This design comes from an exercise in tuning for a short achievable clock period and few clock cycles on the open sky130 flow, not from production work. RTL that was checked went through simulation tests only; none was proved equivalent to the original. For run 3, only the layout was checked, not whether the RTL still works. Power and IR drop assume default switching activity.

==> flow/design.v <==
package cpu_pkg;
	localparam int XLEN  = 32;
	localparam int REG_W = 5;
	localparam int PC_W  = 16;
	localparam logic [REG_W-1:0] RA_REG = 5'd31;   
	localparam logic [4:0] OP_RTYPE = 5'd0;
	localparam logic [4:0] OP_J     = 5'd1;
	localparam logic [4:0] OP_BNE   = 5'd2;
	localparam logic [4:0] OP_JAL   = 5'd3;
	localparam logic [4:0] OP_JR    = 5'd4;
	localparam logic [4:0] OP_ADDI  = 5'd5;
	localparam logic [4:0] OP_BLT   = 5'd6;
	localparam logic [4:0] OP_SW    = 5'd7;
	localparam logic [4:0] OP_LW    = 5'd8;
	localparam logic [4:0] ALU_ADD = 5'd0;
	localparam logic [4:0] ALU_SUB = 5'd1;
	localparam logic [4:0] ALU_AND = 5'd2;
	localparam logic [4:0] ALU_OR  = 5'd3;
	localparam logic [4:0] ALU_SLL = 5'd4;
	localparam logic [4:0] ALU_SRA = 5'd5;
	localparam int SEL_ADD  = 0;   
	localparam int SEL_SUB  = 1;   
	localparam int SEL_AND  = 2;
	localparam int SEL_OR   = 3;
	localparam int SEL_SLL  = 4;
	localparam int SEL_SRA  = 5;
	localparam int SEL_LINK = 6;   
	localparam int SEL_LOAD = 7;   
	localparam int N_SEL    = 8;
endpackage
module alu (
	input  logic [cpu_pkg::XLEN-1:0]  a,
	input  logic [cpu_pkg::XLEN-1:0]  b,
	input  logic [cpu_pkg::N_SEL-1:0] sel,
	input  logic [cpu_pkg::REG_W-1:0] shamt,
	input  logic [cpu_pkg::XLEN-1:0]  link,
	input  logic [cpu_pkg::XLEN-1:0]  load,
	output logic [cpu_pkg::N_SEL*cpu_pkg::XLEN-1:0] parts,
	output logic [cpu_pkg::XLEN-1:0]  result
);
	logic [cpu_pkg::XLEN-1:0] sum;
	logic [cpu_pkg::XLEN-1:0] dif;
	logic [cpu_pkg::XLEN-1:0] nsum;
	logic [cpu_pkg::XLEN-1:0] sll_r;
	logic [cpu_pkg::XLEN-1:0] sra_r;
	prefix_add #(.W(cpu_pkg::XLEN)) u_add (
		.a    (a),
		.b    (b),
		.sum  (sum),
		.cout ()
	);
	prefix_add #(.W(cpu_pkg::XLEN)) u_sub (
		.a    (~a),
		.b    (b),
		.sum  (nsum),
		.cout ()
	);
	assign dif = ~nsum;
	assign sll_r = a << shamt;
	assign sra_r = $signed(a) >>> shamt;
	always_comb begin
		parts = '0;
		parts[cpu_pkg::SEL_ADD*cpu_pkg::XLEN +: cpu_pkg::XLEN]  = sum;
		parts[cpu_pkg::SEL_SUB*cpu_pkg::XLEN +: cpu_pkg::XLEN]  = dif;
		parts[cpu_pkg::SEL_AND*cpu_pkg::XLEN +: cpu_pkg::XLEN]  = a & b;
		parts[cpu_pkg::SEL_OR*cpu_pkg::XLEN +: cpu_pkg::XLEN]   = a | b;
		parts[cpu_pkg::SEL_SLL*cpu_pkg::XLEN +: cpu_pkg::XLEN]  = sll_r;
		parts[cpu_pkg::SEL_SRA*cpu_pkg::XLEN +: cpu_pkg::XLEN]  = sra_r;
		parts[cpu_pkg::SEL_LINK*cpu_pkg::XLEN +: cpu_pkg::XLEN] = link;
		parts[cpu_pkg::SEL_LOAD*cpu_pkg::XLEN +: cpu_pkg::XLEN] = load;
	end
	always_comb begin
		result = '0;
		for (int k = 0; k < cpu_pkg::N_SEL; k++) begin
			result = result | ({cpu_pkg::XLEN{sel[k]}} & parts[k*cpu_pkg::XLEN +: cpu_pkg::XLEN]);
		end
	end
endmodule
module prefix_carry #(
	parameter int W     = 32,
	parameter int FIRST = 0   
) (
	input  logic [W-1:0] g0,
	input  logic [W-1:0] p0,
	output logic [W-1:0] co
);
	localparam int L = (W > 32) ? 6 : (W > 16) ? 5 : (W > 8) ? 4 : (W > 4) ? 3 : (W > 2) ? 2 : 1;
	for (genvar l = 0; l <= L; l++) begin : g_lvl
		logic [W-1:0] g;
		logic [W-1:0] t;
		if (l <= FIRST) begin : g_in
			assign g = g0;
			assign t = p0;
		end else begin : g_merge
			localparam int D = 1 << (l - 1);
			assign g[D-1:0] = g_lvl[l-1].g[D-1:0];
			assign t[D-1:0] = g_lvl[l-1].t[D-1:0];
			assign g[W-1:D] = g_lvl[l-1].g[W-1:D] | (g_lvl[l-1].t[W-1:D] & g_lvl[l-1].g[W-1-D:0]);
			assign t[W-1:D] = g_lvl[l-1].t[W-1:D] & g_lvl[l-1].t[W-1-D:0];
		end
	end
	assign co = g_lvl[L].g;
endmodule
module prefix_add #(
	parameter int   W   = 32,
	parameter logic CIN = 1'b0
) (
	input  logic [W-1:0] a,
	input  logic [W-1:0] b,
	output logic [W-1:0] sum,
	output logic         cout
);
	logic [W-1:0] x;
	logic [W-1:0] g;
	logic [W-1:0] t;
	logic [W-1:0] g1;
	logic [W-1:0] t1;
	logic [W-1:0] co;
	assign x = a ^ b;
	assign g = a & b;
	assign t = a | b;
	assign g1[0] = CIN ? t[0] : g[0];
	assign g1[1] = CIN ? (g[1] | (t[1] & a[0]) | (t[1] & b[0])) : (g[1] | ((t[1] & a[0]) & b[0]));
	assign g1[W-1:2] = g[W-1:2] | (t[W-1:2] & g[W-2:1]);
	assign t1[0] = t[0];
	assign t1[W-1:1] = t[W-1:1] & t[W-2:0];
	prefix_carry #(.W(W), .FIRST(1)) u_carry (
		.g0 (g1),
		.p0 (t1),
		.co (co)
	);
	assign sum  = x ^ {co[W-2:0], CIN};
	assign cout = co[W-1];
endmodule
module prefix_inc #(
	parameter int W = 16
) (
	input  logic [W-1:0] a,
	output logic [W-1:0] inc
);
	logic [W-1:0] co;
	prefix_carry #(.W(W)) u_carry (
		.g0 ({{(W-1){1'b0}}, a[0]}),
		.p0 (a),
		.co (co)
	);
	assign inc = a ^ {co[W-2:0], 1'b1};
endmodule
module prefix_less #(
	parameter int W = 32
) (
	input  logic [W-1:0] a,
	input  logic [W-1:0] b,
	output logic         less
);
	logic [W-1:0] nb;
	logic [W-1:0] co;
	assign nb = ~b;
	prefix_carry #(.W(W)) u_carry (
		.g0 ({a[W-1:1] & nb[W-1:1], a[0] | nb[0]}),
		.p0 (a | nb),
		.co (co)
	);
	assign less = !co[W-1];
endmodule
module addr_add (
	input  logic [cpu_pkg::XLEN-1:0] base,
	input  logic [16:0]              imm,
	output logic [15:0]              lo,
	output logic [15:0]              hi,
	output logic [15:0]              hi_inc,
	output logic [15:0]              hi_dec,
	output logic                     pick_inc,
	output logic                     pick_dec
);
	logic [15:0] inc_c;
	logic [15:0] dec_c;
	logic        c16;
	prefix_add #(.W(16)) u_lo (
		.a    (base[15:0]),
		.b    (imm[15:0]),
		.sum  (lo),
		.cout (c16)
	);
	assign hi  = base[31:16];
	prefix_carry #(.W(16)) u_inc (
		.g0 ({15'd0, hi[0]}),
		.p0 (hi),
		.co (inc_c)
	);
	prefix_carry #(.W(16)) u_dec (
		.g0 ({15'd0, !hi[0]}),
		.p0 (~hi),
		.co (dec_c)
	);
	assign hi_inc = hi ^ {inc_c[14:0], 1'b1};
	assign hi_dec = hi ^ {dec_c[14:0], 1'b1};
	assign pick_inc = c16 && !imm[16];
	assign pick_dec = !c16 && imm[16];
endmodule
module pc_counter #(
	parameter int PC_W  = 16,
	parameter int BHT_W = 5,
	parameter int LP_N  = 4,   
	parameter int LP_W  = 4,   
	parameter int LP_IW = 2    
) (
	input  logic             clock,
	input  logic             rst_n,
	input  logic             stall,
	input  logic             redirect,
	input  logic [PC_W-1:0]  redirect_pc,
	input  logic [cpu_pkg::XLEN-1:0] q_imem,
	input  logic             e_upd_en,    
	input  logic             e_upd_taken,
	input  logic             e_upd_back,
	input  logic [PC_W-1:0]  e_upd_pc,
	input  logic             e_upd_cnt_ok,   
	input  logic [LP_W-1:0]  e_upd_cnt,
	input  logic [cpu_pkg::REG_W-1:0] d_const_reg,   
	input  logic [PC_W-1:0]  d_const,
	output logic [PC_W-1:0]  pc,
	output logic [PC_W-1:0]  pc1,
	output logic             pred_taken,
	output logic [PC_W-1:0]  br_tgt,      
	output logic [PC_W-1:0]  jr_guess,    
	output logic [cpu_pkg::XLEN-1:0] address_imem
);
	localparam int N_BHT = 1 << BHT_W;
	logic [4:0]      opc;
	logic            is_jmp;
	logic            is_br;
	logic            is_jr;
	logic            back;
	logic [PC_W-1:0] pred_pc;
	logic [PC_W-1:0] ras;
	logic [1:0]      bht_ctr [N_BHT];
	logic            bht_vld [N_BHT];
	logic            bht_taken;
	logic             upd_en;
	logic [BHT_W-1:0] upd_idx;
	logic             upd_taken;
	logic             upd_back;
	logic [PC_W-1:0]  upd_pc;
	logic             upd_cnt_ok;
	logic [LP_W-1:0]  upd_cnt;
	logic [PC_W-1:0] lp_tag  [LP_N];
	logic            lp_vld  [LP_N];
	logic            lp_trv  [LP_N];   
	logic [LP_W-1:0] lp_trip [LP_N];
	logic [LP_W-1:0] lp_cur  [LP_N];
	logic [LP_N-1:0] lp_hit;
	logic [LP_N-1:0] lp_uhit;
	logic [LP_IW-1:0] lp_next;
	logic            lp_use;
	logic            lp_taken;
	logic            lk_valid;
	logic            lk_bht_known;
	logic            lk_bht_taken;
	logic            lk_lp_use;
	logic            lk_lp_taken;
	assign opc    = q_imem[31:27];
	assign is_jmp = (opc == cpu_pkg::OP_J) || (opc == cpu_pkg::OP_JAL);
	assign is_br  = (opc == cpu_pkg::OP_BNE) || (opc == cpu_pkg::OP_BLT);
	assign is_jr  = (opc == cpu_pkg::OP_JR);
	assign back   = q_imem[15];
	prefix_inc #(.W(PC_W)) u_inc (
		.a   (pc),
		.inc (pc1)
	);
	assign jr_guess     = (q_imem[26:22] == cpu_pkg::RA_REG) ? ras :
		((q_imem[26:22] == d_const_reg) ? d_const : pc1);
	prefix_add #(.W(PC_W), .CIN(1'b1)) u_tgt (
		.a    (pc),
		.b    (q_imem[15:0]),
		.sum  (br_tgt),
		.cout ()
	);
	assign address_imem = cpu_pkg::XLEN'(pc);
	always_comb begin
		lp_use   = 1'b0;
		lp_taken = 1'b0;
		for (int i = 0; i < LP_N; i++) begin
			lp_hit[i]  = lp_vld[i] && lp_tag[i] == pc1;
			lp_uhit[i] = lp_vld[i] && lp_tag[i] == upd_pc;
			if (lp_hit[i] && lp_trv[i]) begin
				lp_use   = 1'b1;
				lp_taken = lp_cur[i] != lp_trip[i];
			end
		end
	end
	always_ff @(posedge clock) begin
		if (!rst_n) begin
			lk_valid <= 1'b0;
		end else if (redirect || !stall) begin
			lk_valid <= !redirect && !is_jmp && !pred_taken && !is_jr;
		end
	end
	always_ff @(posedge clock) begin
		if (redirect || !stall) begin
			lk_bht_known <= bht_vld[pc1[BHT_W-1:0]];
			lk_bht_taken <= bht_ctr[pc1[BHT_W-1:0]][1];
			lk_lp_use    <= lp_use;
			lk_lp_taken  <= lp_taken;
		end
	end
	always_comb begin
		if (!lk_valid) begin
			bht_taken = back;
		end else if (back && lk_lp_use) begin
			bht_taken = lk_lp_taken;
		end else if (lk_bht_known) begin
			bht_taken = lk_bht_taken;
		end else begin
			bht_taken = back;
		end
	end
	assign pred_taken = is_br && bht_taken;
	assign pred_pc = ({PC_W{is_jmp}} & q_imem[15:0])
	               | ({PC_W{pred_taken}} & br_tgt)
	               | ({PC_W{is_jr}} & jr_guess)
	               | ({PC_W{!is_jmp && !pred_taken && !is_jr}} & pc1);
	always_ff @(posedge clock) begin
		if (!rst_n) begin
			pc <= '0;
		end else if (redirect) begin
			pc <= redirect_pc;
		end else if (!stall) begin
			pc <= pred_pc;
		end
	end
	assign upd_idx = upd_pc[BHT_W-1:0];
	always_ff @(posedge clock) begin
		if (!rst_n) begin
			upd_en <= 1'b0;
		end else begin
			upd_en <= e_upd_en;
		end
	end
	always_ff @(posedge clock) begin
		upd_taken <= e_upd_taken;
		upd_back  <= e_upd_back;
		upd_pc    <= e_upd_pc;
		upd_cnt_ok <= e_upd_cnt_ok;
		upd_cnt    <= e_upd_cnt;
	end
	always_ff @(posedge clock) begin
		if (!rst_n) begin
			ras <= '0;
		end else if (opc == cpu_pkg::OP_JAL) begin
			ras <= pc1;
		end
	end
	for (genvar i = 0; i < N_BHT; i++) begin : g_bht
		always_ff @(posedge clock) begin
			if (!rst_n) begin
				bht_vld[i] <= 1'b0;
				bht_ctr[i] <= 2'd0;
			end else if (upd_en && upd_idx == BHT_W'(i)) begin
				bht_vld[i] <= 1'b1;
				if (!bht_vld[i]) begin
					bht_ctr[i] <= upd_taken ? (upd_back ? 2'd3 : 2'd2) : (upd_back ? 2'd1 : 2'd0);
				end else if (upd_taken) begin
					bht_ctr[i] <= (bht_ctr[i] == 2'd3) ? 2'd3 : bht_ctr[i] + 2'd1;
				end else begin
					bht_ctr[i] <= (bht_ctr[i] == 2'd0) ? 2'd0 : bht_ctr[i] - 2'd1;
				end
			end
		end
	end
	always_ff @(posedge clock) begin
		if (!rst_n) begin
			lp_next <= '0;
			for (int i = 0; i < LP_N; i++) begin
				lp_vld[i]  <= 1'b0;
				lp_trv[i]  <= 1'b0;
				lp_tag[i]  <= '0;
				lp_trip[i] <= '0;
				lp_cur[i]  <= '0;
			end
		end else if (upd_en && upd_back) begin
			if (lp_uhit == '0) begin
				lp_next          <= lp_next + 1'b1;
				lp_vld[lp_next]  <= 1'b1;
				lp_trv[lp_next]  <= !upd_taken || upd_cnt_ok;
				lp_tag[lp_next]  <= upd_pc;
				lp_trip[lp_next] <= (upd_taken && upd_cnt_ok) ? upd_cnt : '0;
				lp_cur[lp_next]  <= upd_taken ? LP_W'(1) : '0;
			end else begin
				for (int i = 0; i < LP_N; i++) begin
					if (lp_uhit[i]) begin
						if (upd_taken) begin
							if (lp_cur[i] != '1) begin
								lp_cur[i] <= lp_cur[i] + 1'b1;
							end
							if (upd_cnt_ok && {1'b0, lp_cur[i]} + {1'b0, upd_cnt} <= {1'b0, {LP_W{1'b1}}}) begin
								lp_trv[i]  <= 1'b1;
								lp_trip[i] <= lp_cur[i] + upd_cnt;
							end
						end else begin
							lp_trv[i]  <= 1'b1;
							lp_trip[i] <= lp_cur[i];
							lp_cur[i]  <= '0;
						end
					end
				end
			end
		end
	end
endmodule
module hazard_ctrl (
	input  logic                      clock,
	input  logic                      rst_n,
	input  logic [cpu_pkg::XLEN-1:0]  q_imem,     
	input  logic                      d_valid,
	input  logic                      d_is_mem,
	input  logic                      d_writes,   
	input  logic [cpu_pkg::REG_W-1:0] d_dest,
	input  logic [cpu_pkg::REG_W-1:0] d_src_a,
	input  logic [cpu_pkg::REG_W-1:0] d_src_b,
	input  logic [cpu_pkg::N_SEL-1:0] d_sel,       
	input  logic                      d_use_imm,   
	input  logic                      e_wen,
	input  logic [cpu_pkg::REG_W-1:0] e_dest,
	output logic                      fwd_e_a,
	output logic                      fwd_e_b,
	output logic                      fwd_w_a,
	output logic                      fwd_w_b,
	output logic [cpu_pkg::N_SEL+1:0] a_pick,   
	output logic [cpu_pkg::N_SEL+2:0] b_pick,   
	output logic                      stall
);
	logic [cpu_pkg::REG_W-1:0] n_src_a;
	logic [cpu_pkg::REG_W-1:0] n_src_b;
	logic                      n_use_imm;
	logic                      n_fe_a;
	logic                      n_fe_b;
	logic                      n_fw_a;
	logic                      n_fw_b;
	assign stall = d_valid && d_is_mem && fwd_e_a;
	assign n_src_a = stall ? d_src_a : q_imem[21:17];
	assign n_src_b = stall ? d_src_b :
		((q_imem[31:27] == cpu_pkg::OP_RTYPE) ? q_imem[16:12] : q_imem[26:22]);
	assign n_use_imm = stall ? d_use_imm : (q_imem[31:27] == cpu_pkg::OP_ADDI);
	always_ff @(posedge clock) begin
		if (!rst_n) begin
			fwd_e_a <= 1'b0;
			fwd_e_b <= 1'b0;
			fwd_w_a <= 1'b0;
			fwd_w_b <= 1'b0;
			a_pick  <= '0;
			b_pick  <= '0;
		end else begin
			fwd_e_a <= n_fe_a;
			fwd_e_b <= n_fe_b;
			fwd_w_a <= n_fw_a;
			fwd_w_b <= n_fw_b;
			a_pick  <= {!n_fe_a && !n_fw_a, !n_fe_a && n_fw_a, {cpu_pkg::N_SEL{n_fe_a}} & d_sel};
			b_pick  <= {n_use_imm, !n_use_imm && !n_fe_b && !n_fw_b, !n_use_imm && !n_fe_b && n_fw_b,
				{cpu_pkg::N_SEL{!n_use_imm && n_fe_b}} & d_sel};
		end
	end
	assign n_fe_a = !stall && d_writes && d_dest == n_src_a;
	assign n_fe_b = !stall && d_writes && d_dest == n_src_b;
	assign n_fw_a = e_wen && e_dest == n_src_a;
	assign n_fw_b = e_wen && e_dest == n_src_b;
endmodule
module decode_stage #(
	parameter int PC_W  = 16
) (
	input  logic             clock,
	input  logic             rst_n,
	input  logic             stall,
	input  logic             redirect,
	input  logic [cpu_pkg::XLEN-1:0]  q_imem,
	input  logic [PC_W-1:0]  f_pc,
	input  logic [PC_W-1:0]  f_pc1,
	input  logic             f_pred_taken,
	input  logic [PC_W-1:0]  f_br_tgt,
	input  logic [PC_W-1:0]  f_jr_guess,
	input  logic [cpu_pkg::XLEN-1:0]  data_read_reg_a,
	input  logic [cpu_pkg::XLEN-1:0]  data_read_reg_b,
	output logic [cpu_pkg::REG_W-1:0] ctrl_read_reg_a,
	output logic [cpu_pkg::REG_W-1:0] ctrl_read_reg_b,
	input  logic             fwd_e_a,
	input  logic             fwd_e_b,
	input  logic             fwd_w_a,
	input  logic             fwd_w_b,
	input  logic [cpu_pkg::N_SEL+1:0] a_pick,   
	input  logic [cpu_pkg::N_SEL+2:0] b_pick,   
	input  logic [cpu_pkg::N_SEL*cpu_pkg::XLEN-1:0] e_parts,
	input  logic [cpu_pkg::XLEN-1:0]  w_data,
	output logic             d_valid,
	output logic             d_is_mem,
	output logic             d_writes,
	output logic [cpu_pkg::REG_W-1:0] d_dest,
	output logic [cpu_pkg::N_SEL-1:0] d_sel,
	output logic             d_use_imm,
	output logic [cpu_pkg::REG_W-1:0] d_const_reg,
	output logic [PC_W-1:0]  d_const,
	output logic             e_valid,
	output logic             e_wen,
	output logic [cpu_pkg::REG_W-1:0] e_dest,
	output logic [cpu_pkg::XLEN-1:0]  e_a,
	output logic [cpu_pkg::XLEN-1:0]  e_b,
	output logic [15:0]      e_addr_lo,
	output logic [15:0]      e_addr_hi,
	output logic [15:0]      e_addr_hi_inc,
	output logic [15:0]      e_addr_hi_dec,
	output logic             e_addr_pick_inc,
	output logic             e_addr_pick_dec,
	output logic [cpu_pkg::N_SEL-1:0] e_sel,   
	output logic [cpu_pkg::REG_W-1:0] e_shamt,
	output logic [PC_W-1:0]  e_pc1,
	output logic             e_is_sw,
	output logic             e_is_bne,
	output logic             e_is_blt,
	output logic             e_is_jr,
	output logic             e_cnt_a,   
	output logic             e_cnt_b,   
	output logic             e_back,
	output logic             e_pred_taken,
	output logic [PC_W-1:0]  e_alt_pc,
	output logic [PC_W-1:0]  e_pc
);
	logic [cpu_pkg::XLEN-1:0]  d_instr;
	logic [PC_W-1:0]  d_pc1;
	logic             d_pred_taken;
	logic [PC_W-1:0]  d_br_tgt;
	logic [PC_W-1:0]  d_jr_guess;
	logic [PC_W-1:0]  d_alt_pc;
	logic [PC_W-1:0]  d_pc;
	logic [cpu_pkg::REG_W-1:0] d_rb;
	logic [4:0]       opc;
	logic [cpu_pkg::REG_W-1:0] rd;
	logic [cpu_pkg::REG_W-1:0] rs;
	logic [4:0]       aluop;
	logic [cpu_pkg::XLEN-1:0]  imm;
	logic             is_r;
	logic             use_imm;
	logic             is_sub;
	logic             writes;
	logic [cpu_pkg::REG_W-1:0] dest;
	logic [cpu_pkg::N_SEL-1:0] sel;
	logic [cpu_pkg::XLEN-1:0]  a_val;
	logic [cpu_pkg::XLEN-1:0]  b_val;
	logic [cpu_pkg::XLEN-1:0]  base;
	logic [15:0]      addr_lo;
	logic [15:0]      addr_hi;
	logic [15:0]      addr_hi_inc;
	logic [15:0]      addr_hi_dec;
	logic             addr_pick_inc;
	logic             addr_pick_dec;
	always_ff @(posedge clock) begin
		if (!rst_n || redirect) begin
			d_valid <= 1'b0;
		end else if (!stall) begin
			d_valid <= 1'b1;
		end
	end
	always_ff @(posedge clock) begin
		if (!stall) begin
			d_instr      <= q_imem;
			d_pc1        <= f_pc1;
			d_pred_taken <= f_pred_taken;
			d_br_tgt     <= f_br_tgt;
			d_jr_guess   <= f_jr_guess;
			d_pc         <= f_pc;
			d_rb         <= (q_imem[31:27] == cpu_pkg::OP_RTYPE) ? q_imem[16:12] : q_imem[26:22];
		end
	end
	assign opc   = d_instr[31:27];
	assign rd    = d_instr[26:22];
	assign rs    = d_instr[21:17];
	assign aluop = d_instr[6:2];
	assign imm   = {{15{d_instr[16]}}, d_instr[16:0]};
	assign d_alt_pc = (opc == cpu_pkg::OP_JR) ? d_jr_guess : (d_pred_taken ? d_pc1 : d_br_tgt);
	assign ctrl_read_reg_a = rs;
	assign ctrl_read_reg_b = d_rb;
	assign d_writes        = d_valid && writes;
	assign d_dest          = dest;
	assign d_sel           = sel;
	assign d_use_imm       = use_imm;
	assign d_const_reg     = (d_valid && opc == cpu_pkg::OP_ADDI && rs == '0) ? rd : '0;
	assign d_const         = d_instr[PC_W-1:0];
	assign is_r     = (opc == cpu_pkg::OP_RTYPE);
	assign use_imm  = (opc == cpu_pkg::OP_ADDI);
	assign is_sub   = is_r && aluop == cpu_pkg::ALU_SUB;
	assign d_is_mem = (opc == cpu_pkg::OP_LW) || (opc == cpu_pkg::OP_SW);
	assign dest     = (opc == cpu_pkg::OP_JAL) ? cpu_pkg::RA_REG : rd;
	assign writes   = (is_r || opc == cpu_pkg::OP_ADDI || opc == cpu_pkg::OP_LW ||
		opc == cpu_pkg::OP_JAL) && dest != '0;
	always_comb begin
		sel = '0;
		sel[cpu_pkg::SEL_ADD]  = (is_r && aluop == cpu_pkg::ALU_ADD) || opc == cpu_pkg::OP_ADDI;
		sel[cpu_pkg::SEL_SUB]  = is_sub;
		sel[cpu_pkg::SEL_AND]  = is_r && aluop == cpu_pkg::ALU_AND;
		sel[cpu_pkg::SEL_OR]   = is_r && aluop == cpu_pkg::ALU_OR;
		sel[cpu_pkg::SEL_SLL]  = is_r && aluop == cpu_pkg::ALU_SLL;
		sel[cpu_pkg::SEL_SRA]  = is_r && aluop == cpu_pkg::ALU_SRA;
		sel[cpu_pkg::SEL_LINK] = opc == cpu_pkg::OP_JAL;
		sel[cpu_pkg::SEL_LOAD] = opc == cpu_pkg::OP_LW;
	end
	always_comb begin
		a_val = ({cpu_pkg::XLEN{a_pick[cpu_pkg::N_SEL]}} & w_data)
		      | ({cpu_pkg::XLEN{a_pick[cpu_pkg::N_SEL+1]}} & data_read_reg_a);
		b_val = ({cpu_pkg::XLEN{b_pick[cpu_pkg::N_SEL]}} & w_data)
		      | ({cpu_pkg::XLEN{b_pick[cpu_pkg::N_SEL+1]}} & data_read_reg_b)
		      | ({cpu_pkg::XLEN{b_pick[cpu_pkg::N_SEL+2]}} & imm);
		for (int k = 0; k < cpu_pkg::N_SEL; k++) begin
			a_val = a_val | ({cpu_pkg::XLEN{a_pick[k]}} & e_parts[k*cpu_pkg::XLEN +: cpu_pkg::XLEN]);
			b_val = b_val | ({cpu_pkg::XLEN{b_pick[k]}} & e_parts[k*cpu_pkg::XLEN +: cpu_pkg::XLEN]);
		end
	end
	assign base  = fwd_w_a ? w_data : data_read_reg_a;
	addr_add u_agu (
		.base     (base),
		.imm      (d_instr[16:0]),
		.lo       (addr_lo),
		.hi       (addr_hi),
		.hi_inc   (addr_hi_inc),
		.hi_dec   (addr_hi_dec),
		.pick_inc (addr_pick_inc),
		.pick_dec (addr_pick_dec)
	);
	always_ff @(posedge clock) begin
		if (!rst_n || redirect || stall || !d_valid) begin
			e_valid  <= 1'b0;
		end else begin
			e_valid  <= 1'b1;
		end
	end
	always_ff @(posedge clock) begin
		if (!rst_n || stall || !d_valid) begin
			e_wen    <= 1'b0;
			e_sel    <= '0;
			e_is_sw  <= 1'b0;
			e_is_bne <= 1'b0;
			e_is_blt <= 1'b0;
			e_is_jr  <= 1'b0;
		end else begin
			e_wen    <= writes;
			e_sel    <= sel;
			e_is_sw  <= opc == cpu_pkg::OP_SW;
			e_is_bne <= opc == cpu_pkg::OP_BNE;
			e_is_blt <= opc == cpu_pkg::OP_BLT;
			e_is_jr  <= opc == cpu_pkg::OP_JR;
		end
	end
	always_ff @(posedge clock) begin
		e_dest       <= dest;
		e_a          <= a_val;
		e_b          <= b_val;
		e_addr_lo       <= addr_lo;
		e_addr_hi       <= addr_hi;
		e_addr_hi_inc   <= addr_hi_inc;
		e_addr_hi_dec   <= addr_hi_dec;
		e_addr_pick_inc <= addr_pick_inc;
		e_addr_pick_dec <= addr_pick_dec;
		e_shamt      <= d_instr[11:7];
		e_pc1        <= d_pc1;
		e_back       <= d_instr[15];
		e_pred_taken <= d_pred_taken;
		e_alt_pc     <= d_alt_pc;
		e_pc         <= d_pc;
		e_cnt_a      <= opc == cpu_pkg::OP_BLT && rd == '0;
		e_cnt_b      <= opc == cpu_pkg::OP_BNE && rs == '0;
	end
endmodule
module execute_stage #(
	parameter int PC_W = 16
) (
	input  logic [cpu_pkg::XLEN-1:0]  e_a,
	input  logic [cpu_pkg::XLEN-1:0]  e_b,
	input  logic [15:0]      e_addr_lo,
	input  logic [15:0]      e_addr_hi,
	input  logic [15:0]      e_addr_hi_inc,
	input  logic [15:0]      e_addr_hi_dec,
	input  logic             e_addr_pick_inc,
	input  logic             e_addr_pick_dec,
	input  logic             e_valid,
	input  logic [cpu_pkg::N_SEL-1:0] e_sel,
	input  logic [cpu_pkg::REG_W-1:0] e_shamt,
	input  logic [PC_W-1:0]  e_pc1,
	input  logic             e_is_sw,
	input  logic             e_is_bne,
	input  logic             e_is_blt,
	input  logic             e_is_jr,
	input  logic             e_cnt_a,
	input  logic             e_cnt_b,
	input  logic             e_pred_taken,
	input  logic [PC_W-1:0]  e_alt_pc,
	input  logic [cpu_pkg::XLEN-1:0]  q_dmem,
	output logic [cpu_pkg::XLEN-1:0]  e_result,
	output logic [cpu_pkg::N_SEL*cpu_pkg::XLEN-1:0] e_parts,
	output logic             br_resolved,
	output logic             br_taken,
	output logic             cnt_ok,
	output logic [3:0]       cnt,
	output logic             redirect,
	output logic [PC_W-1:0]  redirect_pc,
	output logic [cpu_pkg::XLEN-1:0]  address_dmem,
	output logic [cpu_pkg::XLEN-1:0]  data,
	output logic             wren
);
	logic not_equal;
	logic less_than;
	alu u_alu (
		.a      (e_a),
		.b      (e_b),
		.sel    (e_sel),
		.shamt  (e_shamt),
		.link   (cpu_pkg::XLEN'(e_pc1)),
		.load   (q_dmem),
		.parts  (e_parts),
		.result (e_result)
	);
	assign not_equal = (e_b != e_a);
	prefix_less #(.W(cpu_pkg::XLEN)) u_lt (
		.a    ({~e_b[cpu_pkg::XLEN-1], e_b[cpu_pkg::XLEN-2:0]}),
		.b    ({~e_a[cpu_pkg::XLEN-1], e_a[cpu_pkg::XLEN-2:0]}),
		.less (less_than)
	);
	assign cnt_ok = (e_cnt_a && e_a[cpu_pkg::XLEN-1:4] == '0) || (e_cnt_b && e_b[cpu_pkg::XLEN-1:4] == '0);
	assign cnt    = e_cnt_b ? e_b[3:0] : e_a[3:0];
	assign br_resolved = e_valid && (e_is_bne || e_is_blt);
	assign br_taken    = e_is_bne ? not_equal : less_than;
	assign redirect    = e_valid && ((e_is_bne && (not_equal ^ e_pred_taken)) ||
		(e_is_blt && (less_than ^ e_pred_taken)) ||
		(e_is_jr && e_b[PC_W-1:0] != e_alt_pc));
	assign redirect_pc = e_is_jr ? e_b[PC_W-1:0] : e_alt_pc;
	assign address_dmem = {e_addr_pick_inc ? e_addr_hi_inc : (e_addr_pick_dec ? e_addr_hi_dec : e_addr_hi),
		e_addr_lo};
	assign data         = e_b;
	assign wren         = e_valid && e_is_sw;
endmodule
module mem_wb_stage (
	input  logic             clock,
	input  logic             rst_n,
	input  logic             e_wen,
	input  logic [cpu_pkg::REG_W-1:0] e_dest,
	input  logic [cpu_pkg::XLEN-1:0]  e_result,
	output logic             reg_write_en,
	output logic [cpu_pkg::REG_W-1:0] reg_write_addr,
	output logic [cpu_pkg::XLEN-1:0]  reg_write_data
);
	always_ff @(posedge clock) begin
		if (!rst_n) begin
			reg_write_en <= 1'b0;
		end else begin
			reg_write_en <= e_wen;
		end
	end
	always_ff @(posedge clock) begin
		reg_write_addr <= e_dest;
		reg_write_data <= e_result;
	end
endmodule
module processor #(
	parameter int PC_W  = 16,
	parameter int BHT_W = 5
) (
	input  logic             clock,
	input  logic             rst_n,
	output logic [cpu_pkg::XLEN-1:0]  address_imem,
	input  logic [cpu_pkg::XLEN-1:0]  q_imem,
	output logic [cpu_pkg::XLEN-1:0]  address_dmem,
	output logic [cpu_pkg::XLEN-1:0]  data,
	output logic             wren,
	input  logic [cpu_pkg::XLEN-1:0]  q_dmem,
	output logic [cpu_pkg::REG_W-1:0] ctrl_read_reg_a,
	output logic [cpu_pkg::REG_W-1:0] ctrl_read_reg_b,
	input  logic [cpu_pkg::XLEN-1:0]  data_read_reg_a,
	input  logic [cpu_pkg::XLEN-1:0]  data_read_reg_b,
	output logic             reg_write_en,
	output logic [cpu_pkg::REG_W-1:0] reg_write_addr,
	output logic [cpu_pkg::XLEN-1:0]  reg_write_data
);
	logic             stall;
	logic             redirect;
	logic [PC_W-1:0]  redirect_pc;
	logic [PC_W-1:0]  f_pc;
	logic [PC_W-1:0]  f_pc1;
	logic             f_pred_taken;
	logic [PC_W-1:0]  f_br_tgt;
	logic [PC_W-1:0]  f_jr_guess;
	logic             fwd_e_a;
	logic             fwd_e_b;
	logic             fwd_w_a;
	logic             fwd_w_b;
	logic             d_valid;
	logic             d_is_mem;
	logic             d_writes;
	logic [cpu_pkg::REG_W-1:0] d_dest;
	logic [cpu_pkg::N_SEL-1:0] d_sel;
	logic             d_use_imm;
	logic [cpu_pkg::N_SEL+1:0] a_pick;
	logic [cpu_pkg::N_SEL+2:0] b_pick;
	logic [cpu_pkg::REG_W-1:0] d_const_reg;
	logic [PC_W-1:0]  d_const;
	logic             e_valid;
	logic             e_wen;
	logic [cpu_pkg::REG_W-1:0] e_dest;
	logic [cpu_pkg::XLEN-1:0]  e_a;
	logic [cpu_pkg::XLEN-1:0]  e_b;
	logic [15:0]      e_addr_lo;
	logic [15:0]      e_addr_hi;
	logic [15:0]      e_addr_hi_inc;
	logic [15:0]      e_addr_hi_dec;
	logic             e_addr_pick_inc;
	logic             e_addr_pick_dec;
	logic             e_wen_v;
	logic [cpu_pkg::N_SEL-1:0] e_sel;
	logic [cpu_pkg::REG_W-1:0] e_shamt;
	logic [PC_W-1:0]  e_pc1;
	logic             e_is_sw;
	logic             e_is_bne;
	logic             e_is_blt;
	logic             e_is_jr;
	logic             e_cnt_a;
	logic             e_cnt_b;
	logic             cnt_ok;
	logic [3:0]       cnt;
	logic             e_back;
	logic             e_pred_taken;
	logic [PC_W-1:0]  e_alt_pc;
	logic [PC_W-1:0]  e_pc;
	logic [cpu_pkg::XLEN-1:0]  e_result;
	logic [cpu_pkg::N_SEL*cpu_pkg::XLEN-1:0] e_parts;
	logic             br_resolved;
	logic             br_taken;
	assign e_wen_v = e_valid && e_wen;
	pc_counter #(.PC_W(PC_W), .BHT_W(BHT_W)) u_fetch (
		.clock        (clock),
		.rst_n        (rst_n),
		.stall        (stall),
		.redirect     (redirect),
		.redirect_pc  (redirect_pc),
		.q_imem       (q_imem),
		.e_upd_en     (br_resolved),
		.e_upd_pc     (e_pc),
		.e_upd_cnt_ok (cnt_ok),
		.e_upd_cnt    (cnt),
		.d_const_reg  (d_const_reg),
		.d_const      (d_const),
		.e_upd_taken  (br_taken),
		.e_upd_back   (e_back),
		.pc           (f_pc),
		.pc1          (f_pc1),
		.pred_taken   (f_pred_taken),
		.br_tgt       (f_br_tgt),
		.jr_guess     (f_jr_guess),
		.address_imem (address_imem)
	);
	hazard_ctrl u_hazard (
		.clock    (clock),
		.d_sel     (d_sel),
		.d_use_imm (d_use_imm),
		.a_pick   (a_pick),
		.b_pick   (b_pick),
		.rst_n    (rst_n),
		.q_imem   (q_imem),
		.d_valid  (d_valid),
		.d_writes (d_writes),
		.d_dest   (d_dest),
		.d_is_mem (d_is_mem),
		.d_src_a  (ctrl_read_reg_a),
		.d_src_b  (ctrl_read_reg_b),
		.e_wen    (e_wen_v),
		.e_dest   (e_dest),
		.fwd_e_a  (fwd_e_a),
		.fwd_e_b  (fwd_e_b),
		.fwd_w_a  (fwd_w_a),
		.fwd_w_b  (fwd_w_b),
		.stall    (stall)
	);
	decode_stage #(.PC_W(PC_W)) u_decode (
		.clock           (clock),
		.rst_n           (rst_n),
		.stall           (stall),
		.redirect        (redirect),
		.q_imem          (q_imem),
		.f_pc            (f_pc),
		.f_pc1           (f_pc1),
		.f_pred_taken    (f_pred_taken),
		.f_br_tgt        (f_br_tgt),
		.f_jr_guess      (f_jr_guess),
		.data_read_reg_a (data_read_reg_a),
		.data_read_reg_b (data_read_reg_b),
		.ctrl_read_reg_a (ctrl_read_reg_a),
		.ctrl_read_reg_b (ctrl_read_reg_b),
		.fwd_e_a         (fwd_e_a),
		.fwd_e_b         (fwd_e_b),
		.fwd_w_a         (fwd_w_a),
		.fwd_w_b         (fwd_w_b),
		.e_parts         (e_parts),
		.w_data          (reg_write_data),
		.d_valid         (d_valid),
		.d_is_mem        (d_is_mem),
		.d_writes        (d_writes),
		.d_dest          (d_dest),
		.d_sel           (d_sel),
		.d_use_imm       (d_use_imm),
		.a_pick          (a_pick),
		.b_pick          (b_pick),
		.d_const_reg     (d_const_reg),
		.d_const         (d_const),
		.e_valid         (e_valid),
		.e_wen           (e_wen),
		.e_dest          (e_dest),
		.e_a             (e_a),
		.e_b             (e_b),
		.e_addr_lo        (e_addr_lo),
		.e_addr_hi        (e_addr_hi),
		.e_addr_hi_inc    (e_addr_hi_inc),
		.e_addr_hi_dec    (e_addr_hi_dec),
		.e_addr_pick_inc  (e_addr_pick_inc),
		.e_addr_pick_dec  (e_addr_pick_dec),
		.e_sel           (e_sel),
		.e_shamt         (e_shamt),
		.e_pc1           (e_pc1),
		.e_is_sw         (e_is_sw),
		.e_is_bne        (e_is_bne),
		.e_is_blt        (e_is_blt),
		.e_is_jr         (e_is_jr),
		.e_cnt_a         (e_cnt_a),
		.e_cnt_b         (e_cnt_b),
		.e_back          (e_back),
		.e_pred_taken    (e_pred_taken),
		.e_alt_pc        (e_alt_pc),
		.e_pc            (e_pc)
	);
	execute_stage #(.PC_W(PC_W)) u_execute (
		.e_a          (e_a),
		.e_b          (e_b),
		.e_addr_lo     (e_addr_lo),
		.e_addr_hi     (e_addr_hi),
		.e_addr_hi_inc (e_addr_hi_inc),
		.e_addr_hi_dec (e_addr_hi_dec),
		.e_addr_pick_inc(e_addr_pick_inc),
		.e_addr_pick_dec(e_addr_pick_dec),
		.e_valid      (e_valid),
		.e_sel        (e_sel),
		.e_shamt      (e_shamt),
		.e_pc1        (e_pc1),
		.e_is_sw      (e_is_sw),
		.e_is_bne     (e_is_bne),
		.e_is_blt     (e_is_blt),
		.e_is_jr      (e_is_jr),
		.e_cnt_a      (e_cnt_a),
		.e_cnt_b      (e_cnt_b),
		.cnt_ok       (cnt_ok),
		.cnt          (cnt),
		.e_pred_taken (e_pred_taken),
		.e_alt_pc     (e_alt_pc),
		.q_dmem       (q_dmem),
		.e_result     (e_result),
		.e_parts      (e_parts),
		.br_resolved  (br_resolved),
		.br_taken     (br_taken),
		.redirect     (redirect),
		.redirect_pc  (redirect_pc),
		.address_dmem (address_dmem),
		.data         (data),
		.wren         (wren)
	);
	mem_wb_stage u_mem_wb (
		.clock          (clock),
		.rst_n          (rst_n),
		.e_wen          (e_wen_v),
		.e_dest         (e_dest),
		.e_result       (e_result),
		.reg_write_en   (reg_write_en),
		.reg_write_addr (reg_write_addr),
		.reg_write_data (reg_write_data)
	);
endmodule
==> flow/flow/run.sh <==
#!/bin/bash
# Layout flow: the standard flow, with the port buffers that global placement
# inserts made plain buffers (buf_4) instead of the delay cells picked by default.
# Every tool's output goes to a log file in this folder.
set -o pipefail
cp standard.sh standard_sh.txt
export BUFFER_PORTS_ARGS="-buffer_cell sky130_fd_sc_hd__buf_4"
echo "BUFFER_PORTS_ARGS=$BUFFER_PORTS_ARGS" > run_env.log
bash standard.sh > standard.log 2>&1
status=$?
echo "standard.sh exit $status" >> run_env.log
exit $status
==> flow/standard.sh <==
#!/bin/bash
# synth_recipe.tcl (not shown) runs the flow's synth.tcl, then flattens the netlist and writes it again
# the make line also repeats each setting of config.mk as NAME=value (left out here)
make -C /OpenROAD-flow-scripts/flow DESIGN_CONFIG=/design/flow/config.mk WORK_HOME=/design/flow/orfs CLKGATE_MAP_FILE= SYNTH_SCRIPT=/design/flow/synth_recipe.tcl "${@:-finish}"
==> flow/config.mk <==
export PLATFORM = sky130hd
export DESIGN_NAME = processor
export DESIGN_NICKNAME = processor
export VERILOG_FILES = /design/flow/design.v
export SDC_FILE = /design/flow/constraint.sdc
export NUM_CORES = 4
export LEC_CHECK = 0
export ABC_CLOCK_PERIOD_IN_PS = 1000
export CAP_MARGIN = 20
export CORE_MARGIN = 2
export CORE_UTILIZATION = 40
export SETUP_SLACK_MARGIN = 3.6
export SLEW_MARGIN = 20
==> flow/constraint.sdc <==
create_clock -name core_clock -period 6.5 [get_ports {clock}]
set_input_delay 1.3000 -clock core_clock [delete_from_list [all_inputs] [get_ports {clock}]]
set_output_delay 1.3000 -clock core_clock [all_outputs]
set_load 0.01 [all_outputs]
==> impl_metrics.py, run 1 <==
metrics = {
    "sta": {
        "hold_violations": 0,
        "setup_viol": 0,
        "max_clock_freq_mhz": 312,
        "fin_crit_sh": 0.493,
        "min_period_ns": 3.21,
        "tightest_slew_ns": 1.21,
        "rsz0062_at_grt": "true",
        "skew_ns": 0.0456,
        "maxSlewHeadroom": 0.184,
        "final.setup.tns_ns": 0,
        "maxSlewViolCount": 0,
    },
    "run_status": {
        "status": "complete, no violations",
    },
    "layout": {
        "area_growth_pct": 28.9,
        "instances_no_fill": 6653,
        "final_cell_mix": "539 x buf_4, 491 x nand2_1, 421 x nor2_1",
        "fillCellCount": 9364,
        "mostFrequentLayoutCell": "buf_4",
        "post_route_cells_drive_above_1_share": 0.258,
        "layout.nets": 5577,
        "fin_util": 0.522,
    },
    "grt": {
        "grt_pass1_vias": 39500,
        "grt_pass1_wl_um": 270000,
        "grt_util_all_layers": 0.342,
        "grt_overflow_total": 0,
        "grt_max_degree": 77,
        "antenna_found_initial": 7,
    },
    "logic_synthesis": {
        "netlist_area_mm2": 0.0413,
        "synth_edf_count": 187,
        "ys_seq_area_frac": 0.352,
        "synth-main-ff-cell": "dfxtp_1",
        "avgSynthCellArea_um2": 8.60,
        "ys_warn_count": 7,
        "synth_seq_cells": 632,
        "ys_types": 117,
        "async_flop_share": 0,
        "netlist_instances": 4800,
    },
    "power": {
        "netSwitchingFraction": 0.322,
        "power_density_mw_per_mm2": 232,
        "power.share.clock": 0.384,
        "internal-power_w": 0.00838,
        "switchingPower_w": 0.00397,
        "irDropWorstVdd_uv": 206,
        "seq_power_share": 0.367,
        "p_leak_nw": 21.0,
        "p_comb_frac": 0.249,
        "totalPowerFinal_w": 0.0124,
    },
    "setup_path": {
        "critPathMaxFanout": 4,
        "crit_type": "in2reg",
        "worst_ep_required_time_ns": 7.11,
        "end_kind": "flip-flop",
        "startpoint_type": "primary input",
        "crit_arrival_ns": 3.82,
    },
    "floorplan": {
        "die_h_um": 325,
        "ioPinCount": 275,
        "die_area_mm2": 0.106,
        "initial_utilization": 0.405,
        "coreArea_mm2": 0.102,
        "fp.dieW_um": 325,
        "rows": 117,
    },
    "clock_tree": {
        "cts_hold_buf": 0,
        "root_buffer": "clkbuf_16",
        "htreeDepth": 3,
        "clkTransAtPathRegs_ns": 0.06,
        "numCtsBuffers": 76,
        "clock_latency_ns": 0.69,
        "clk_path_buf_depth": 3,
        "cts.sinks": 632,
        "cts_tree": "done",
    },
    "detailed_routing": {
        "first_iter_violations": 5959,
        "ant_nets": 0,
        "dr_total_vias": 42100,
        "drc": 0,
        "vias_per_cell": 6.33,
        "dr.pass1.iters": 10,
        "drt-total-wl_um": 191000,
        "wl_per_cell_um": 28.7,
    },
    "flow_run": {
        "maxCapViolCount": 0,
    },
    "placed_design": {
        "portBuffers": 258,
        "gp_congestion": 1.05,
        "place_inst": 6214,
        "hpwl_um": 130000,
    },
    "hold_path": {
        "hp-class": "reg2reg",
    },
}
[area by class of cell]
type,instances,area [um^2],area share
multi-input cells,3596,27400,0.515
inverters,297,1210,0.0227
flip-flops and latches,632,14800,0.278
well taps,1368,1710,0.0322
diodes,2,5.00,0.0000940
clock inverters,36,579,0.0109
clock buffers,102,2180,0.0410
repair buffers,620,5320,0.100
[critical path, cell delays in order]
cell      delay [ns]
buf_8           0.10
ha_4            0.16
o311a_1         0.38
o41a_1          0.38
a211o_1         0.32
a311oi_2        0.25
o211a_1         0.21
nor2_4          0.05
a211o_1         0.28
a31oi_1         0.18
o221a_1         0.20
[through the flow]
| step | worst slack (ns) | hold slack, ns | area [um^2] |
|---|---|---|---|
| floorplan | 2.91 | 0.310 | 41700 |
| global placement | 2.03 | 0.310 | 44600 |
| detailed placement | 1.91 | 0.312 | 44600 |
| CTS | 3.33 | 0.325 | 51200 |
| global route | 3.23 | 0.331 | 53200 |
| finish | 3.29 | 0.325 | 53200 |
[flip-flops by register name, indices dropped and copies added (netlist names), 32 cells and up]
name / count
u_fetch.bht_ctr: 64
u_fetch.lp_tag: 64
u_decode.d_instr: 32
u_decode.e_a: 32
u_decode.e_b: 32
u_fetch.bht_vld: 32
u_mem_wb.reg_write_data: 32
[cells by family after synthesis]
logic type | Yosys count | synth area share
AOI/OAI and AO/OA | 1351 | 0.233
xor gates and xnor gates | 317 | 0.0689
adders and majority gates | 224 | 0.0686
buffers and inverters | 592 | 0.0585
DFF | 632 | 0.352
muxes | 197 | 0.0525
other | 1 | 0.0000909
and+or+nand+nor | 1486 | 0.166
[layer usage]
metal / vias up / part of all wire / global-route usage
li1: 18300 / - / -
met1: 20200 / 0.38 / 0.424
met2: 2800 / 0.43 / 0.524
met3: 803 / 0.11 / 0.0921
met4: 10 / 0.082 / 0.218
met5: - / 0.00031 / 0
[final timing paths]
path | startpoint | endpoint | slack, ns | cells past startpoint
worst max-delay path | q_imem[2] | u_fetch.pc[15] | 3.29 | 11
worst min-delay path | u_decode.e_pc[13] | u_fetch.upd_pc[13] | 0.32 | 0
worst max register to register | u_decode.e_b[1] | u_mem_wb.reg_write_data[30] | 3.35 | 13
worst min register to register | u_decode.e_pc[13] | u_fetch.upd_pc[13] | 0.32 | 0
[synthesized netlist by cell type (135+ instances only)]
cell      number  share of area
nand2_1      503          0.046
nor2_1       450          0.041
edfxtp_1     187           0.14
mux2i_1      149          0.036
a221o_1      136          0.033
dfxtp_1      445           0.22
clkbuf_1     212          0.019
o21ai_0      263          0.032
ha_1         220          0.067
inv_1        283          0.026
a22oi_1      135          0.025
a21oi_1      240          0.029
xnor2_1      200          0.042
[power groups by stage]
| stage | sequential (W) | combinational (W) | clock, W |
|---|---|---|---|
| 2_1_floorplan | 0.00450 | 0.00151 | 0 |
| 3_3_place_gp | 0.00464 | 0.00230 | 0 |
| 3_5_place_dp | 0.00464 | 0.00230 | 0 |
| 4_1_cts | 0.00452 | 0.00277 | 0.00477 |
| 5_1_grt | 0.00454 | 0.00321 | 0.00493 |
| 6_report | 0.00453 | 0.00308 | 0.00474 |
[repair_timing]
action,CTS,global route
setup buffers,179,105
resized for setup,567,251
pin swaps,115,128
gates cloned,9,6
endpoints found under the setup margin,455,248
endpoints found under the hold margin,0,0
Testbench counts, summed over its fixed seeds: cycles 163,392.
==> inputs of run 2 (changes only) <==
--- a/flow/config.mk
+++ b/flow/config.mk
@@ -10,4 +10,4 @@
 export CORE_MARGIN = 2
 export CORE_UTILIZATION = 40
-export SETUP_SLACK_MARGIN = 3.6
+export SETUP_SLACK_MARGIN = 3.3
 export SLEW_MARGIN = 20
==> run 2 against run 1 <==
Effect of this change: still clean; clock-buffer cell count shrank 4; utilization down 3.4 points; critical path depth unchanged; fmax decreased by 1.8%; synthesized cell count unchanged; clock skew shrank 0.0055 ns; critical path type unchanged; largest cell class unchanged; largest power group is now sequential cells.
==> impl_metrics.py, run 2 <==
metrics = {
    "layout": {
        "final_cell_mix": "496 x nand2_1, 441 x nor2_1, 436 x buf_4",
        "largestRegisters": "u_fetch.bht_ctr: 64 flops, u_fetch.lp_tag: 64 flops",
        "fillCellCount": 9724,
        "area_growth_pct": 20.6,
        "instances_no_fill": 6492,
        "post_route_cells_drive_above_1_share": 0.194,
        "mostFrequentLayoutCell": "nand2_1",
        "layout.nets": 5415,
    },
    "sta": {
        "fin_crit_sh": 0.503,
        "hold_violations": 0,
        "final.setup.tns_ns": 0,
        "maxSlewViolCount": 0,
        "maxSlewHeadroom": 0.198,
        "max_clock_freq_mhz": 306,
        "rsz0062_at_grt": "true",
        "skew_ns": 0.0401,
        "tightest_slew_ns": 1.20,
        "setup_viol": 0,
        "min_period_ns": 3.27,
        "fin_ws_ns": 3.23,
    },
    "grt": {
        "grtUsageMet2": 0.528,
        "top_usage_layer": "met2",
        "grt_util_all_layers": 0.337,
        "antenna_found_initial": 9,
        "grtUsageMet3": 0.0843,
        "grt_max_degree": 66,
        "grt_pass1_vias": 37900,
        "grt_overflow_total": 0,
        "grt_pass1_wl_um": 264000,
        "use_met1": 0.415,
    },
    "logic_synthesis": {
        "yosysMostFrequentCell": "nand2_1",
        "synth_commonest_cells": "503 x nand2_1, 450 x nor2_1, 445 x dfxtp_1",
        "ys_top_cells_by_area": "dfxtp_1 22%, edfxtp_1 14%, ha_1 6.7%",
        "netlist_area_mm2": 0.0413,
        "ys_seq_area_frac": 0.352,
        "ys_types": 117,
        "async_flop_share": 0,
        "synth_top_cell_area_share": 0.216,
        "ys_warn_count": 7,
        "synth_seq_cells": 632,
        "netlist_instances": 4800,
        "synth-main-ff-cell": "dfxtp_1",
        "synth_edf_count": 187,
        "avgSynthCellArea_um2": 8.60,
        "synth_top_area_cell": "dfxtp_1",
    },
    "run_status": {
        "status": "complete, no violations",
    },
    "setup_path": {
        "cp_common_cell": "a211o_1",
        "startpoint_type": "primary input",
        "crit_arrival_ns": 3.87,
        "slowest_delay_ns": 0.38,
        "end_kind": "flip-flop",
        "crit_type": "in2reg",
        "worstPathCellList": "buf_12, ha_4, o311a_4, o41a_1, a211o_1, a311oi_4, o211a_1, nor2_2, a211o_1, a31oi_1, o221a_1",
        "critPathMaxFanout": 5,
        "worst_ep_required_time_ns": 7.10,
        "critPathSlowestCell": "o311a_4",
    },
    "floorplan": {
        "die_h_um": 325,
        "initial_utilization": 0.405,
        "ioPinCount": 275,
        "rows": 117,
        "coreArea_mm2": 0.102,
        "fp.dieW_um": 325,
        "die_area_mm2": 0.106,
    },
    "flow_run": {
        "maxCapViolCount": 0,
    },
    "clock_tree": {
        "clk_path_buf_depth": 3,
        "root_buffer": "clkbuf_16",
        "numCtsBuffers": 75,
        "clkTransAtPathRegs_ns": 0.06,
        "cts.sinks": 632,
        "htreeDepth": 3,
        "clock_latency_ns": 0.68,
        "cts_tree": "done",
        "cts_hold_buf": 0,
    },
    "detailed_routing": {
        "first_iter_violations": 5443,
        "ant_nets": 0,
        "wl_per_cell_um": 28.9,
        "vias_per_cell": 6.29,
        "dr.pass1.iters": 9,
        "dr_total_vias": 40800,
        "drt-total-wl_um": 187000,
        "drc": 0,
    },
    "placed_design": {
        "dp_slack_ns": 1.93,
        "portBuffers": 258,
        "hpwl_um": 134000,
        "place_inst": 6225,
        "gp_congestion": 1.03,
    },
    "hold_path": {
        "hp-class": "reg2reg",
    },
    "power": {
        "irDropWorstVdd_uv": 215,
        "power_density_mw_per_mm2": 233,
        "p_leak_nw": 19.6,
    },
}
-- run 2: cell counts after synthesis --
No cell type changed its count.
-- run 2: repair_timing --
action | in CTS | in global routing
resized for setup | 220 | 237
setup buffers | 30 | 93
gates cloned | 2 | 2
endpoints found under the setup margin | 306 | 157
pin swaps | 21 | 60
-- run 2: cell families (layout without fill, tap and decap cells) --
group	count (synthesis)	after routing	synth area share
compound gates	1351	1351	0.233
xor+xnor	317	318	0.0689
fa+ha+maj	224	224	0.0686
buf+inv	592	897	0.0585
flops	632	632	0.352
mux	197	197	0.0525
other cells	1	19	0.0000909
simple gates	1486	1486	0.166
-- run 2: layout make-up --
class,instances,area [um^2],share of cell area
Antenna cell,3,7.51,0.000151
Clock buffer,98,2030,0.0409
Clock inverter,39,455,0.00915
Inverter,297,1160,0.0234
Multi-Input combinational cell,3592,25900,0.521
Sequential cell,632,14800,0.297
Tap cell,1368,1710,0.0344
Timing Repair Buffer,463,3730,0.0749
-- run 2: where the power goes --
group	leakage [nW]	switching, W	total [W]	internal [W]
clock network	1.20	0.00187	0.00435	0.00248
logic	12.7	0.00163	0.00266	0.00103
registers	5.73	0.000296	0.00457	0.00427
total	19.6	0.00379	0.0116	0.00778
-- run 2: worst paths after layout --
kind                                  startpoint                          end  slack, ns  depth (start not counted)
worst min register to register  u_decode.e_pc[4]            u_fetch.upd_pc[4]       0.32                          0
worst min-delay path            u_decode.e_pc[4]            u_fetch.upd_pc[4]       0.32                          0
worst max register to register  u_decode.e_b[15]  u_mem_wb.reg_write_data[27]       3.26                         14
worst max-delay path                   q_imem[2]               u_fetch.pc[15]       3.23                         11
-- run 2: per-layer routing --
layer | vias to the layer above | share of wire
met5 | - | 0.00022
met4 | 4 | 0.074
met3 | 655 | 0.10
li1 | 18000 | -
met2 | 2579 | 0.44
met1 | 19600 | 0.38
-- run 2: worst max-delay path, delay by kind of cell --
| kind | cells | cell delay [ns] |
|---|---|---|
| AND/OR/NAND/NOR | 1 | 0.05 |
| adder cells (fa/ha/maj) | 1 | 0.18 |
| buffers and inverters | 1 | 0.11 |
| AO/OA/AOI/OAI | 8 | 2.20 |
-- run 2: through the flow --
stage	hold WS [ns]	utilization	cell area, um^2	power (W)
after floorplan	0.310	-	41400	0.00599
after global placement	0.311	0.435	44400	0.00691
after detailed placement	0.312	0.435	44400	0.00691
after CTS	0.327	0.470	48000	0.0113
after global routing	0.328	0.488	49800	0.0119
final	0.325	0.488	49800	0.0116
==> inputs of run 3 (changes only) <==
--- a/flow/design.v
+++ b/flow/design.v
@@ -293,15 +293,13 @@
 		if (!rst_n) begin
 			lk_valid <= 1'b0;
-		end else if (redirect || !stall) begin
-			lk_valid <= !redirect && !is_jmp && !pred_taken && !is_jr;
+		end else begin
+			lk_valid <= !redirect && !stall && !is_jmp && !pred_taken && !is_jr;
 		end
 	end
 	always_ff @(posedge clock) begin
-		if (redirect || !stall) begin
-			lk_bht_known <= bht_vld[pc1[BHT_W-1:0]];
-			lk_bht_taken <= bht_ctr[pc1[BHT_W-1:0]][1];
-			lk_lp_use    <= lp_use;
-			lk_lp_taken  <= lp_taken;
-		end
+		lk_bht_known <= bht_vld[pc1[BHT_W-1:0]];
+		lk_bht_taken <= bht_ctr[pc1[BHT_W-1:0]][1];
+		lk_lp_use    <= lp_use;
+		lk_lp_taken  <= lp_taken;
 	end
 	always_comb begin
==> run 3 against run 2 <==
Effect of this change: still clean; clock-buffer cell count up 6; setup slack worse by 0.020 ns; combinational power is about 20% higher; sequential power rose by 0.9%; utilization decreased by 0.42 points; worst hold slack worse by 0.0048 ns; sequential share of layout area down 0.19 points; clock power barely moved; flip-flop and latch count is the same.
==> impl_metrics.py, run 3 <==
metrics = {
    "detailed_routing": {
        "highest_layer": "met5",
        "dr.pass1.iters": 14,
        "wl_met1_um": 73000,
        "vias_per_cell": 6.36,
        "drc": 0,
        "ant_nets": 0,
        "drt-total-wl_um": 197000,
        "wl_met3_um": 23000,
        "wl_per_cell_um": 30.3,
        "wl_met2_um": 85600,
        "first_iter_violations": 5469,
        "dr_total_vias": 41300,
    },
    "setup_path": {
        "crit_path_start": "u_decode.e_b[10]",
        "worst_ep_required_time_ns": 7.09,
        "crit_arrival_ns": 3.87,
        "r2r-end": "u_decode.e_b[31]",
        "ff2ff_setup_slack_ns": 3.21,
        "r2r_cells": 13,
        "end_kind": "flip-flop",
        "crit_type": "reg2reg",
        "startpoint_type": "flip-flop",
        "critPathMaxFanout": 6,
        "r2r-start": "u_decode.e_b[10]",
        "endpoint": "u_decode.e_b[31]",
    },
    "power": {
        "p_comb_frac": 0.262,
        "power_density_mw_per_mm2": 244,
        "seq_power_share": 0.379,
        "switchingPower_w": 0.00427,
        "power.share.clock": 0.359,
        "internal-power_w": 0.00792,
        "irDropWorstVdd_uv": 191,
        "p_leak_nw": 19.6,
        "netSwitchingFraction": 0.350,
    },
    "hold_path": {
        "hp-start": "u_decode.e_pc[7]",
        "hp-class": "reg2reg",
    },
    "layout": {
        "area_growth_pct": 20.4,
        "multi_input_area_mm2": 0.0262,
        "mostFrequentLayoutCell": "nor2_1",
        "fillCellCount": 9838,
        "final_cell_mix": "490 x nor2_1, 474 x nand2_1, 405 x buf_4",
        "post_route_cells_drive_above_1_share": 0.193,
        "layout.nets": 5396,
        "ff_latch_area_mm2": 0.0147,
        "largestRegisters": "u_fetch.bht_ctr: 64 flops, u_fetch.lp_tag: 64 flops",
    },
    "run_status": {
        "status": "complete, no violations",
    },
    "sta": {
        "tightest_slew_ns": 1.25,
        "fin_ws_ns": 3.21,
        "maxSlewViolCount": 0,
        "rsz0062_at_grt": "true",
        "max_clock_freq_mhz": 304,
        "min_period_ns": 3.29,
        "skew_ns": 0.0311,
        "setup_viol": 0,
        "fin_crit_sh": 0.506,
        "final.setup.tns_ns": 0,
        "hold_violations": 0,
        "maxSlewHeadroom": 0.157,
    },
    "logic_synthesis": {
        "synth-main-ff-cell": "dfxtp_1",
        "netlist_area_mm2": 0.0414,
        "synth_seq_cells": 632,
        "ys_warn_count": 7,
        "ys_seq_area_frac": 0.349,
        "ys_top_cells_by_area": "dfxtp_1 22%, edfxtp_1 13%, ha_1 6.6%",
        "synth_top_area_cell": "dfxtp_1",
        "synth_edf_count": 183,
        "synth_commonest_cells": "498 x nor2_1, 480 x nand2_1, 449 x dfxtp_1",
        "ys_types": 105,
        "avgSynthCellArea_um2": 8.61,
        "netlist_instances": 4812,
        "synth_top_cell_area_share": 0.217,
        "yosysMostFrequentCell": "nor2_1",
        "async_flop_share": 0,
    },
    "clock_tree": {
        "root_buffer": "clkbuf_16",
        "cts.sinks": 632,
        "clk_path_buf_depth": 3,
        "clkTransAtPathRegs_ns": 0.07,
        "cts_tree": "done",
        "htreeDepth": 3,
        "numCtsBuffers": 74,
        "clock_latency_ns": 0.70,
    },
    "placed_design": {
        "portBuffers": 258,
        "gp_congestion": 1.07,
        "hpwl_um": 139000,
        "dp_slack_ns": 2.03,
    },
    "floorplan": {
        "die_h_um": 326,
        "initial_utilization": 0.402,
        "die_area_mm2": 0.106,
        "fp.dieW_um": 326,
        "coreArea_mm2": 0.103,
        "rows": 118,
        "ioPinCount": 275,
    },
    "grt": {
        "grt_pass1_wl_um": 277000,
        "grt_max_degree": 83,
        "grt_overflow_total": 0,
        "grt_pass1_vias": 38800,
        "grt_util_all_layers": 0.355,
        "antenna_found_initial": 10,
    },
    "flow_run": {
        "maxCapViolCount": 0,
    },
}
==> run 3: worst min path at each step <==
stage / endpoint / cells after the start
6_report: u_fetch.upd_pc[7] / 0
5_1_grt: u_fetch.upd_pc[15] / 0
4_1_cts: u_fetch.upd_pc[7] / 0
3_5_place_dp: u_fetch.upd_pc[0] / 0
3_3_place_gp: u_fetch.upd_pc[9] / 0
2_1_floorplan: u_fetch.upd_back / 0
==> run 3: layer usage <==
layer | vias to the layer above | global-route usage
li1 | 18000 | -
met1 | 19800 | 0.430
met2 | 2728 | 0.547
met3 | 767 | 0.111
met4 | 8 | 0.227
met5 | - | 0.000444
==> run 3: cells by family after synthesis <==
| group | synth area share |
|---|---|
| AOI/OAI and AO/OA | 0.225 |
| xor gates and xnor gates | 0.0671 |
| adders and majority gates | 0.0680 |
| buffers and inverters | 0.0577 |
| DFF | 0.349 |
| muxes | 0.0663 |
| other | 0.0000905 |
| and+or+nand+nor | 0.166 |
==> run 3: critical path, cell delays in order, from the launching register on <==
cell       delay, ns
dfxtp_4         0.43
buf_6           0.18
inv_1           0.08
ha_2            0.24
inv_1           0.14
nand2_2         0.14
a2111o_1        0.41
a21boi_4        0.24
o41a_4          0.22
o21ai_4         0.08
buf_12          0.17
a2111oi_4       0.40
mux2i_1         0.14
a221o_1         0.30
==> run 3: area by class of cell <==
class | instances | share of cell area
inverters | 298 | 0.0232
clock buffers | 104 | 0.0430
flip-flops and latches | 632 | 0.295
repair buffers | 440 | 0.0721
multi-input cells | 3596 | 0.525
well taps | 1380 | 0.0346
repair inverters | 1 | 0.000100
diodes | 8 | 0.000401
clock inverters | 34 | 0.00710
==> run 3: what timing repair did <==
item,CTS,global route
pin swaps,36,47
buffers inserted,44,56
hold buffers,0,0
gates cloned,5,0
resized for setup,297,173
setup endpoints to repair,331,197
==> run 3: power by group through the flow <==
stage / clock network [W] / registers, W / logic [W]
2_1_floorplan: 0 / 0.00454 / 0.00174
3_3_place_gp: 0 / 0.00469 / 0.00274
3_5_place_dp: 0 / 0.00470 / 0.00274
4_1_cts: 0.00441 / 0.00461 / 0.00292
5_1_grt: 0.00456 / 0.00462 / 0.00335
6_report: 0.00438 / 0.00461 / 0.00320
==> run 3: metrics by stage <==
stage / total power, W / util / hold slack [ns] / instance area [um^2] / std cells
global placement: 0.00744 / 0.432 / 0.311 / 44600 / 6240
detailed placement: 0.00744 / 0.432 / 0.312 / 44600 / 6241
CTS: 0.0119 / 0.472 / 0.325 / 48700 / 6428
global route: 0.0125 / 0.483 / 0.327 / 49900 / 6485
finish: 0.0122 / 0.483 / 0.320 / 49900 / 6493
floorplan: 0.00628 / - / 0.310 / 41600 / 4827

-- re-timing with driven ports --
Ports are ideal in the flow. The routed layouts listed here were re-timed in OpenROAD. Step 1 (the two cells are an assumption about what drives the block):
set clk [get_ports {clock}]
set_driving_cell -lib_cell sky130_fd_sc_hd__clkbuf_16 $clk
set_driving_cell -lib_cell sky130_fd_sc_hd__buf_2 [delete_from_list [all_inputs] $clk]
Step 2 times the ports against the registers' clock, not the clock port: input delays grow and output delays shrink by t, the midpoint of the rising clock arrivals with the driver on. Three values: ideal ports, drivers, drivers and shift; two values: the first two.
run | t (ns) | setup WS [ns] | hold WS [ns] | latest minus earliest clock arrival (ns) | worst slew at a driven data input, ns
run 1 | 0.734 | 3.292 / 3.322 / 2.587 | 0.325 / 0.325 / 0.325 | 0.047 / 0.047 | 0.10
run 2 | 0.734 | 3.233 / 3.256 / 2.523 | 0.325 / 0.325 / 0.325 | 0.041 / 0.041 | 0.16
run 3 | 0.760 | 3.213 / 3.213 / 2.501 | 0.320 / 0.320 / 0.320 | 0.034 / 0.035 | 0.17
After both steps setup and hold are still met in every run listed. The setup slack of run 3, which loses most, moves by 0.000 ns with the drivers and by -0.712 ns with both steps.
